This is an optimization exercise on Yosys and OpenROAD, whose aim is small area, not a production implementation. RTL that was checked went through simulation tests only; none was proved equivalent to the original. Power figures rest on the tool's default switching activity, not on a simulated workload.

==> inputs of 09-26 <==
// game_top
module game_top (
    input  logic        clock,
    input  logic        reset,
    input  logic        keyboard_ready,
    input  logic [2:0]  keyboard_data,
    output logic        key_read_fin,
    input  logic        psel,
    input  logic        penable,
    input  logic        pwrite,
    input  logic [11:0] paddr,
    input  logic [31:0] pwdata,
    output logic [31:0] prdata,
    output logic        pready,
    output logic        pslverr
);
Settings: LEC_CHECK=0, ABC_AREA=1, CAP_MARGIN=20, CORE_MARGIN=2, CORE_UTILIZATION=65, SLEW_MARGIN=20; clock period 10.0 ns.
standard.sh (not shown) runs the stock make flow with config.mk's settings and CLKGATE_MAP_FILE= SYNTH_SCRIPT=/design/flow/synth_recipe.tcl, a recipe that flattens the netlist after the stock synthesis.
==> flow/flow/run.sh <==
#!/bin/bash
# The standard layout with three changes that only affect how the cells are chosen:
#  - synthesis maps the logic with an area-only ABC script (flow/abc_area.script) and
#    leaves adders to ABC instead of the adder cell map; registers, their names and
#    cell types are those of the standard synthesis;
#  - the clock tree uses large clusters of clkbuf_16 and no dummy loads;
#  - the port buffers are buf_1.
# Each tool's output goes to standard.log (make) in this folder.
set -euo pipefail
W=$PWD
{
  echo "if {[info exists ::env(ADDER_MAP_FILE)]} { unset ::env(ADDER_MAP_FILE) }"
  echo "proc abc {args} {"
  echo "  set i [lsearch -exact \$args -script]"
  echo "  set args [lreplace \$args \$i [expr {\$i + 1}] -script $W/flow/abc_area.script]"
  echo "  yosys abc {*}\$args"
  echo "}"
  cat synth_recipe.tcl
} > area_synth.tcl
sed "s|SYNTH_SCRIPT=[^ ]*|SYNTH_SCRIPT=$W/area_synth.tcl|" standard.sh > area_standard.sh
export CTS_ARGS="-sink_clustering_enable -repair_clock_nets -buf_list sky130_fd_sc_hd__clkbuf_4 -root_buf sky130_fd_sc_hd__clkbuf_8 -sink_clustering_buffer sky130_fd_sc_hd__clkbuf_8 -sink_clustering_size 20 -sink_clustering_max_diameter 55 -dont_use_dummy_load"
export BUFFER_PORTS_ARGS="-buffer_cell sky130_fd_sc_hd__buf_1"
bash area_standard.sh > standard.log 2>&1
==> flow/flow/abc_area.script <==
strash
&get -n
&deepsyn -T 40
&put
dch
map -a
mfs2
strash
&get -n
&deepsyn -T 40
&put
dch
map -a
mfs2
strash
dch
map -a
topo
==> 08-13: changes against 09-26 <==
--- a/flow/design.v
+++ b/flow/design.v
@@ -94,60 +94,61 @@
     logic [3:0] tgt_h, tgt_v;
     logic       on_board;
     logic       at_src, at_tgt;
     logic [6:0] moved;
     logic [6:0] kept;
     assign accept = (state == S_IDLE) && !filling && keyboard_ready && !key_read_fin;
     assign dsel   = (state == S_IDLE) ? keyboard_data[1:0] : dir;
-    assign tgt_h = cur_h + ((dsel == 2'd1) ? 4'hf : {3'b000, dsel == 2'd3});
-    assign tgt_v = cur_v + ((dsel == 2'd0) ? 4'hf : {3'b000, dsel == 2'd2});
-    always_comb begin
+    always_comb begin
+        tgt_h    = cur_h;
+        tgt_v    = cur_v;
+        on_board = 1'b0;
         case (dsel)
-            2'd0:    on_board = (cur_v != 4'd0);
-            2'd1:    on_board = (cur_h != 4'd0);
-            2'd2:    on_board = (cur_v != 4'd9);
-            default: on_board = (cur_h != 4'd9);
+            2'd0: begin on_board = (cur_v != 4'd0); tgt_v = cur_v - 4'd1; end
+            2'd1: begin on_board = (cur_h != 4'd0); tgt_h = cur_h - 4'd1; end
+            2'd2: begin on_board = (cur_v != 4'd9); tgt_v = cur_v + 4'd1; end
+            default: begin on_board = (cur_h != 4'd9); tgt_h = cur_h + 4'd1; end
         endcase
     end
     assign at_src = (hh == cur_h) && (hv == cur_v);
     assign at_tgt = (hh == tgt_h) && (hv == tgt_v);
-    assign moved  = half ? {1'b0, mv_t[6:1]} : mv_t - 7'd1;                    
-    assign kept   = half ? {1'b0, head_t[6:1]} + {6'd0, head_t[0]} : 7'd1;    
+    assign moved  = half ? {1'b0, head_t[6:1]} : head_t - 7'd1;
+    assign kept   = half ? head_t - {1'b0, head_t[6:1]} : 7'd1;
     always_comb begin
         back_word = head_word;
         if (filling) begin
             if (hh == 4'd2 && hv == 4'd3)      back_word = {1'b0, 5'h17};    
             else if (hh == 4'd8 && hv == 4'd7) back_word = {1'b1, 5'h19};    
             else                               back_word = '0;
         end else if (state == S_WSRC && at_src) begin
             back_word = {player, kept[4:0]};
         end else if (state == S_WTGT && at_tgt) begin
-            back_word = {player, moved[4:0]};
+            back_word = {player, mv_t[4:0]};
         end
     end
     always_ff @(posedge clock) begin
         if (reset) begin
             b_val    <= 4'b0011;
             b_idx[0] <= 7'd32;
             b_hi[0]  <= 1'b1;
             b_idx[1] <= 7'd78;
             b_hi[1]  <= 1'b1;
         end else if (state == S_WSRC && at_src) begin
             for (int k = 0; k < NB; k++) begin
-                if (b_match[k]) begin    
-                    b_val[k] <= kept[5];
-                    b_hi[k]  <= 1'b0;
+                if (b_match[k]) begin
+                    if (kept[6:5] == 2'b00) b_val[k] <= 1'b0;
+                    b_hi[k] <= kept[6];
                 end
             end
-        end else if (state == S_WTGT && at_tgt && moved[6:5] != 2'b00) begin
+        end else if (state == S_WTGT && at_tgt && mv_t[6:5] != 2'b00) begin
             for (int k = 0; k < NB; k++) begin
                 if (b_free[k]) begin
                     b_val[k] <= 1'b1;
                     b_idx[k] <= head_idx;
-                    b_hi[k]  <= moved[6];
+                    b_hi[k]  <= mv_t[6];
                 end
             end
         end
     end
     always_ff @(posedge clock) begin
         if (reset) begin
             state        <= S_IDLE;
@@ -194,15 +195,15 @@
                     end
                 end
                 S_RTGT: begin
                     if (at_tgt) state <= (head_t == 7'd0) ? S_WSRC : S_IDLE;
                 end
                 S_WSRC: begin
                     if (at_src) begin
-                        mv_t  <= head_t;
+                        mv_t  <= moved;
                         state <= S_WTGT;
                     end
                 end
                 default: begin    
                     if (at_tgt) begin
                         state  <= S_IDLE;
                         player <= !player;
@@ -223,24 +224,24 @@
     assign status_rd = !pwrite && (paddr == 12'h100);
     assign err       = !cell_rd && !status_rd;
     assign mount     = (paddr[6:0] >= 7'd50) && (paddr[6:0] <= 7'd53);
     assign crown     = (paddr[6:0] == 7'd32) || (paddr[6:0] == 7'd78);
     assign city      = (paddr[6:0] == 7'd26) || (paddr[6:0] == 7'd84);
     assign pready  = access && (!cell_rd || (!filling && (mount || paddr[6:0] == head_idx)));
     assign pslverr = access && err;
-    logic nz;
-    assign nz = (head_t != 7'd0);
     always_comb begin
         prdata = '0;
-        if (paddr[8]) begin
+        if (status_rd) begin
             prdata[3:0]   = cur_h;
             prdata[7:4]   = cur_v;
             prdata[9:8]   = {mv, half};
             prdata[12:10] = {1'b0, player, !player};
             prdata[16]    = (state == S_IDLE);
+        end else if (mount) begin
+            prdata[10:9] = 2'd1;
         end else begin
-            prdata[13:11] = {1'b0, nz && !mount && head_word[5], nz && !mount && !head_word[5]};
-            prdata[10:9]  = mount ? 2'd1 : crown ? 2'd2 : city ? 2'd3 : 2'd0;
-            prdata[6:0]   = mount ? 7'd0 : (!nz && city) ? 7'h43 : head_t;
+            prdata[13:11] = (head_t == 7'd0) ? 3'd0 : {1'b0, head_word[5], !head_word[5]};
+            prdata[10:9]  = crown ? 2'd2 : city ? 2'd3 : 2'd0;
+            prdata[6:0]   = (head_t == 7'd0 && city) ? 7'h43 : head_t;
         end
     end
 endmodule
==> flow/run.sh (new file) <==
#!/bin/bash
# synth_recipe.tcl (not shown) runs the flow's synth.tcl, then flattens the netlist and writes it again
# the make line also repeats each setting of config.mk as NAME=value (left out here)
make -C /OpenROAD-flow-scripts/flow DESIGN_CONFIG=/design/flow/config.mk WORK_HOME=/design/flow/orfs CLKGATE_MAP_FILE= SYNTH_SCRIPT=/design/flow/synth_recipe.tcl finish
==> flow/config.mk (replaced) <==
export PLATFORM = sky130hd
export DESIGN_NAME = game_top
export DESIGN_NICKNAME = game_top
export VERILOG_FILES = /design/flow/design.v
export SDC_FILE = /design/flow/constraint.sdc
export NUM_CORES = 4
export LEC_CHECK = 0
export CAP_MARGIN = 20
export CORE_MARGIN = 2
export CORE_UTILIZATION = 60
export CTS_BUF_LIST = sky130_fd_sc_hd__clkbuf_4
export SLEW_MARGIN = 20
removed: flow/flow/run.sh
removed: flow/flow/abc_area.script
removed: flow/standard.sh
==> 07-27: changes against 09-26 <==
--- a/flow/flow/run.sh
+++ b/flow/flow/run.sh
@@ -14,10 +14,10 @@
   echo "  set i [lsearch -exact \$args -script]"
   echo "  set args [lreplace \$args \$i [expr {\$i + 1}] -script $W/flow/abc_area.script]"
   echo "  yosys abc {*}\$args"
   echo "}"
   cat synth_recipe.tcl
 } > area_synth.tcl
 sed "s|SYNTH_SCRIPT=[^ ]*|SYNTH_SCRIPT=$W/area_synth.tcl|" standard.sh > area_standard.sh
-export CTS_ARGS="-sink_clustering_enable -repair_clock_nets -buf_list sky130_fd_sc_hd__clkbuf_4 -root_buf sky130_fd_sc_hd__clkbuf_8 -sink_clustering_buffer sky130_fd_sc_hd__clkbuf_8 -sink_clustering_size 20 -sink_clustering_max_diameter 55 -dont_use_dummy_load"
+export CTS_ARGS="-sink_clustering_enable -repair_clock_nets -buf_list sky130_fd_sc_hd__clkbuf_4 -root_buf sky130_fd_sc_hd__clkbuf_8 -sink_clustering_buffer sky130_fd_sc_hd__clkbuf_4 -sink_clustering_size 11 -sink_clustering_max_diameter 45 -dont_use_dummy_load"
 export BUFFER_PORTS_ARGS="-buffer_cell sky130_fd_sc_hd__buf_1"
 bash area_standard.sh > standard.log 2>&1
==> 04-01: changes against 09-26 <==
--- a/flow/design.v
+++ b/flow/design.v
@@ -1,12 +1,11 @@
 `timescale 1ns/1ps
 package game_pkg;
     localparam int ring_slots = 96;    
     localparam int word_bits  = 6;
-    localparam int big_slots  = 4;     
 endpackage
 `timescale 1ns/1ps
 `timescale 1ns/1ps
 `timescale 1ns/1ps
 `timescale 1ns/1ps
 `timescale 1ns/1ps
 module game_top (
@@ -22,15 +21,14 @@
     input  logic [31:0] pwdata,
     output logic [31:0] prdata,
     output logic        pready,
     output logic        pslverr
 );
     localparam int N  = game_pkg::ring_slots;
     localparam int WB = game_pkg::word_bits;
-    localparam int NB = game_pkg::big_slots;
     localparam logic [2:0] S_IDLE  = 3'd0;
     localparam logic [2:0] S_SPACE = 3'd1;    
     localparam logic [2:0] S_RTGT  = 3'd2;    
     localparam logic [2:0] S_WSRC  = 3'd3;    
     localparam logic [2:0] S_WTGT  = 3'd4;    
     logic [N*WB-1:0] ring;           
     logic [WB-1:0]   head_word;
@@ -57,49 +55,39 @@
                 hv <= (hv == 4'd9) ? 4'd0 : hv + 4'd1;
                 if (hv == 4'd9) filling <= 1'b0;
             end else begin
                 hh <= hh + 4'd1;
             end
         end
     end
-    logic [NB-1:0] b_val;
-    logic [6:0]    b_idx [NB];
-    logic [NB-1:0] b_hi;             
-    logic [NB-1:0] b_match;
-    logic [NB-1:0] b_free;           
-    logic          b_full;
-    logic [1:0]    head_hi;
-    logic [6:0]    head_t;
-    always_comb begin
-        head_hi = 2'b00;
-        for (int k = 0; k < NB; k++) begin
-            b_match[k] = b_val[k] && (b_idx[k] == head_idx);
-            if (b_match[k]) head_hi = {b_hi[k], !b_hi[k]};
-        end
-        b_full = 1'b1;
-        for (int k = 0; k < NB; k++) begin
-            b_free[k] = !b_val[k] && b_full;
-            b_full    = b_full && b_val[k];
-        end
-    end
-    assign head_t = {head_hi, head_word[4:0]};
+    logic [3:0] b_val;               
+    logic [6:0] b_t [4];
+    logic       head_ptr;
+    logic [1:0] head_ent;
+    logic [6:0] head_t;
+    logic       nz;                  
+    assign head_ptr = (head_word[4:1] == 4'b1111);
+    assign head_ent = {head_word[5], head_word[0]};
+    assign head_t   = head_ptr ? b_t[head_ent] : {2'b00, head_word[4:0]};
+    assign nz       = (head_word[4:0] != 5'd0);
     logic [2:0] state;
     logic [3:0] cur_h, cur_v;
     logic       mv;              
     logic       half;            
     logic       player;          
     logic [1:0] dir;             
     logic [6:0] mv_t;            
     logic       accept;
     logic [1:0] dsel;
     logic [3:0] tgt_h, tgt_v;
     logic       on_board;
     logic       at_src, at_tgt;
     logic [6:0] moved;
     logic [6:0] kept;
+    logic       big_kept, big_moved;
     assign accept = (state == S_IDLE) && !filling && keyboard_ready && !key_read_fin;
     assign dsel   = (state == S_IDLE) ? keyboard_data[1:0] : dir;
     assign tgt_h = cur_h + ((dsel == 2'd1) ? 4'hf : {3'b000, dsel == 2'd3});
     assign tgt_v = cur_v + ((dsel == 2'd0) ? 4'hf : {3'b000, dsel == 2'd2});
     always_comb begin
         case (dsel)
             2'd0:    on_board = (cur_v != 4'd0);
@@ -108,48 +96,40 @@
             default: on_board = (cur_h != 4'd9);
         endcase
     end
     assign at_src = (hh == cur_h) && (hv == cur_v);
     assign at_tgt = (hh == tgt_h) && (hv == tgt_v);
     assign moved  = half ? {1'b0, mv_t[6:1]} : mv_t - 7'd1;                    
     assign kept   = half ? {1'b0, head_t[6:1]} + {6'd0, head_t[0]} : 7'd1;    
+    assign big_kept  = (kept >= 7'd30);
+    assign big_moved = (moved >= 7'd30);
     always_comb begin
         back_word = head_word;
         if (filling) begin
-            if (hh == 4'd2 && hv == 4'd3)      back_word = {1'b0, 5'h17};    
-            else if (hh == 4'd8 && hv == 4'd7) back_word = {1'b1, 5'h19};    
+            if (hh == 4'd2 && hv == 4'd3)      back_word = {1'b0, 5'd30};    
+            else if (hh == 4'd8 && hv == 4'd7) back_word = {1'b1, 5'd30};    
             else                               back_word = '0;
         end else if (state == S_WSRC && at_src) begin
-            back_word = {player, kept[4:0]};
+            if (!big_kept) back_word = {player, kept[4:0]};    
         end else if (state == S_WTGT && at_tgt) begin
-            back_word = {player, moved[4:0]};
+            back_word = big_moved ? {player, 4'b1111, b_val[{player, 1'b0}]}
+                                  : {player, moved[4:0]};
         end
     end
     always_ff @(posedge clock) begin
         if (reset) begin
-            b_val    <= 4'b0011;
-            b_idx[0] <= 7'd32;
-            b_hi[0]  <= 1'b1;
-            b_idx[1] <= 7'd78;
-            b_hi[1]  <= 1'b1;
-        end else if (state == S_WSRC && at_src) begin
-            for (int k = 0; k < NB; k++) begin
-                if (b_match[k]) begin    
-                    b_val[k] <= kept[5];
-                    b_hi[k]  <= 1'b0;
-                end
-            end
-        end else if (state == S_WTGT && at_tgt && moved[6:5] != 2'b00) begin
-            for (int k = 0; k < NB; k++) begin
-                if (b_free[k]) begin
-                    b_val[k] <= 1'b1;
-                    b_idx[k] <= head_idx;
-                    b_hi[k]  <= moved[6];
-                end
-            end
+            b_val  <= 4'b0101;
+            b_t[0] <= 7'h57;
+            b_t[2] <= 7'h59;
+        end else if (state == S_WSRC && at_src && head_ptr) begin
+            if (big_kept) b_t[head_ent] <= kept;
+            else          b_val[head_ent] <= 1'b0;
+        end else if (state == S_WTGT && at_tgt && big_moved) begin
+            b_val[{player, b_val[{player, 1'b0}]}] <= 1'b1;
+            b_t[{player, b_val[{player, 1'b0}]}]   <= moved;
         end
     end
     always_ff @(posedge clock) begin
         if (reset) begin
             state        <= S_IDLE;
             key_read_fin <= 1'b0;
             cur_h        <= 4'd0;
@@ -182,23 +162,23 @@
                         end else if (keyboard_data[1:0] == 2'd1) begin    
                             if (mv) half <= !half;
                         end
                     end
                 end
                 S_SPACE: begin
                     if (at_src) begin
-                        if (head_t[6:1] != 6'd0 && head_word[5] == player) begin
+                        if (head_word[4:1] != 4'd0 && head_word[5] == player) begin    
                             mv   <= 1'b1;
                             half <= 1'b0;
                         end
                         state <= S_IDLE;
                     end
                 end
                 S_RTGT: begin
-                    if (at_tgt) state <= (head_t == 7'd0) ? S_WSRC : S_IDLE;
+                    if (at_tgt) state <= nz ? S_IDLE : S_WSRC;
                 end
                 S_WSRC: begin
                     if (at_src) begin
                         mv_t  <= head_t;
                         state <= S_WTGT;
                     end
                 end
@@ -223,16 +203,14 @@
     assign status_rd = !pwrite && (paddr == 12'h100);
     assign err       = !cell_rd && !status_rd;
     assign mount     = (paddr[6:0] >= 7'd50) && (paddr[6:0] <= 7'd53);
     assign crown     = (paddr[6:0] == 7'd32) || (paddr[6:0] == 7'd78);
     assign city      = (paddr[6:0] == 7'd26) || (paddr[6:0] == 7'd84);
     assign pready  = access && (!cell_rd || (!filling && (mount || paddr[6:0] == head_idx)));
     assign pslverr = access && err;
-    logic nz;
-    assign nz = (head_t != 7'd0);
     always_comb begin
         prdata = '0;
         if (paddr[8]) begin
             prdata[3:0]   = cur_h;
             prdata[7:4]   = cur_v;
             prdata[9:8]   = {mv, half};
             prdata[12:10] = {1'b0, player, !player};
--- a/flow/flow/run.sh
+++ b/flow/flow/run.sh
@@ -14,10 +14,10 @@
   echo "  set i [lsearch -exact \$args -script]"
   echo "  set args [lreplace \$args \$i [expr {\$i + 1}] -script $W/flow/abc_area.script]"
   echo "  yosys abc {*}\$args"
   echo "}"
   cat synth_recipe.tcl
 } > area_synth.tcl
 sed "s|SYNTH_SCRIPT=[^ ]*|SYNTH_SCRIPT=$W/area_synth.tcl|" standard.sh > area_standard.sh
-export CTS_ARGS="-sink_clustering_enable -repair_clock_nets -buf_list sky130_fd_sc_hd__clkbuf_4 -root_buf sky130_fd_sc_hd__clkbuf_8 -sink_clustering_buffer sky130_fd_sc_hd__clkbuf_8 -sink_clustering_size 20 -sink_clustering_max_diameter 55 -dont_use_dummy_load"
+export CTS_ARGS="-sink_clustering_enable -repair_clock_nets -buf_list sky130_fd_sc_hd__clkbuf_4 -root_buf sky130_fd_sc_hd__clkbuf_8 -sink_clustering_buffer sky130_fd_sc_hd__clkbuf_4 -sink_clustering_size 13 -sink_clustering_max_diameter 40 -dont_use_dummy_load"
 export BUFFER_PORTS_ARGS="-buffer_cell sky130_fd_sc_hd__buf_1"
 bash area_standard.sh > standard.log 2>&1
==> summary of the runs <==
In core utilization, 08-13 and 07-27 hardly differ.
Between 04-01 and 07-27, the lower sequential cell count is in 04-01 (gap 6).
Total power: 07-27 < 09-26 < 04-01 < 08-13.
In clock power, 09-26 and 07-27 hardly differ.
Between 08-13 and 04-01, the lower sequential share of layout area is in 08-13 (gap 11 points).
Cell area, lowest first: 04-01, 09-26, 07-27, 08-13.
Area after synthesis: 09-26 is larger than 04-01 (0.68%).
Between 04-01 and 08-13, the lower critical path depth is in 08-13 (gap 8).
In 07-27 the synthesized cell count is larger than in 04-01, by about 0.34%.
==> figures <==
|  | 04-01 | 07-27 | 08-13 | 09-26 |
|---|---|---|---|---|
| Mapped cell area | 15800 sq um | 15900 sq um | 17100 sq um | 15900 sq um |
| Leakage Power | 6.41 nW | 6.52 nW | 8.09 nW | 6.48 nW |
| Power attributed to combinational cells | 0.202 mW | 0.0482 mW | 0.0625 mW | 0.0481 mW |
| Sequential-cell power consumption | 2.59 mW | 2.58 mW | 2.59 mW | 2.58 mW |
| Capturing point of the worst reg2reg path | b_t[1][0]$_DFFE_PP_ | ring[574]$_DFF_P_ | b_val[3]$_SDFFE_PP0P_ | b_idx[3][4]$_DFFE_PP_ |
| Portion of the clock cycle consumed by the worst path in the final layout | 59.6% | 74.6% | 84.6% | 73.8% |
| Area of all placed cells without fillers | 16700 sq um | 17000 sq um | 19600 sq um | 17000 sq um |
| Hold EP | ring[50]$_DFF_P_ | ring[401]$_DFF_P_ | ring[82]$_DFF_P_ | ring[227]$_DFF_P_ |
| Placeable core region | 24000 sq um | 24200 sq um | 27900 sq um | 24200 sq um |
| Crit Reg-Reg Startpoint | state[1]$_SDFFE_PP0P_ | hv[1]$_SDFFE_PP0P_ | hv[2]$_SDFFE_PP0P_ | state[2]$_SDFFE_PP0P_ |
| First drt pass iteration count | 5 | 5 | 4 | 5 |
| Simple-gate share of the synthesized area | 6.45% | 6.52% | 6.52% | 6.52% |
| Count of flip-flops with a built-in enable after synthesis | 30 | 25 | 25 | 25 |
| Post-synthesis instance total | 1187 | 1191 | 1205 | 1191 |
| Count of placed standard cells including taps | 1551 | 1555 | 1585 | 1555 |
| Final net count | 1341 | 1356 | 1443 | 1328 |
| Multi-input combinational cell area | 2200 sq um | 2250 sq um | 3610 sq um | 2250 sq um |
| Result of the run | complete, no violations | complete, no violations | complete, no violations | complete, no violations |
| Area share of xor/xnor cells in the synthesized design | 1.17% | 1.71% | 4.18% | 1.71% |
Function not checked in 08-13: the RTL went through the layout flow alone.

-- re-timing with driven ports --
The flow's constraints put no driver on any port. The routed layouts listed below were extracted and timed again, unchanged, in two steps.
Step 1 (the two cells are an assumption about what drives the block):
set clk [get_ports {clock}]
set_driving_cell -lib_cell sky130_fd_sc_hd__clkbuf_16 $clk
set_driving_cell -lib_cell sky130_fd_sc_hd__buf_2 [delete_from_list [all_inputs] $clk]
Step 2 times the ports against the registers' clock, not the clock port: input delays grow and output delays shrink by t, the midpoint of the rising clock arrivals with the driver on.
Slacks: no drivers / after step 1 / after step 2; pairs: no drivers / after step 1.
| run | shift t [ns] | setup slack, ns | hold slack, ns |
|---|---|---|---|
| 09-26 | 0.569 | 2.617 / 2.576 / 3.144 | 0.250 / 0.250 / 0.250 |
| 08-13 | 0.793 | 1.538 / 1.494 / 2.288 | 0.282 / 0.282 / 0.282 |
| 07-27 | 0.589 | 2.544 / 2.502 / 3.091 | 0.299 / 0.299 / 0.299 |
| 04-01 | 0.587 | 4.045 / 4.054 / 3.477 | 0.275 / 0.275 / 0.275 |
After both steps every run listed still meets setup and hold. The setup slack of 04-01, which loses most, moves by +0.009 ns with the drivers and by -0.568 ns with both steps.
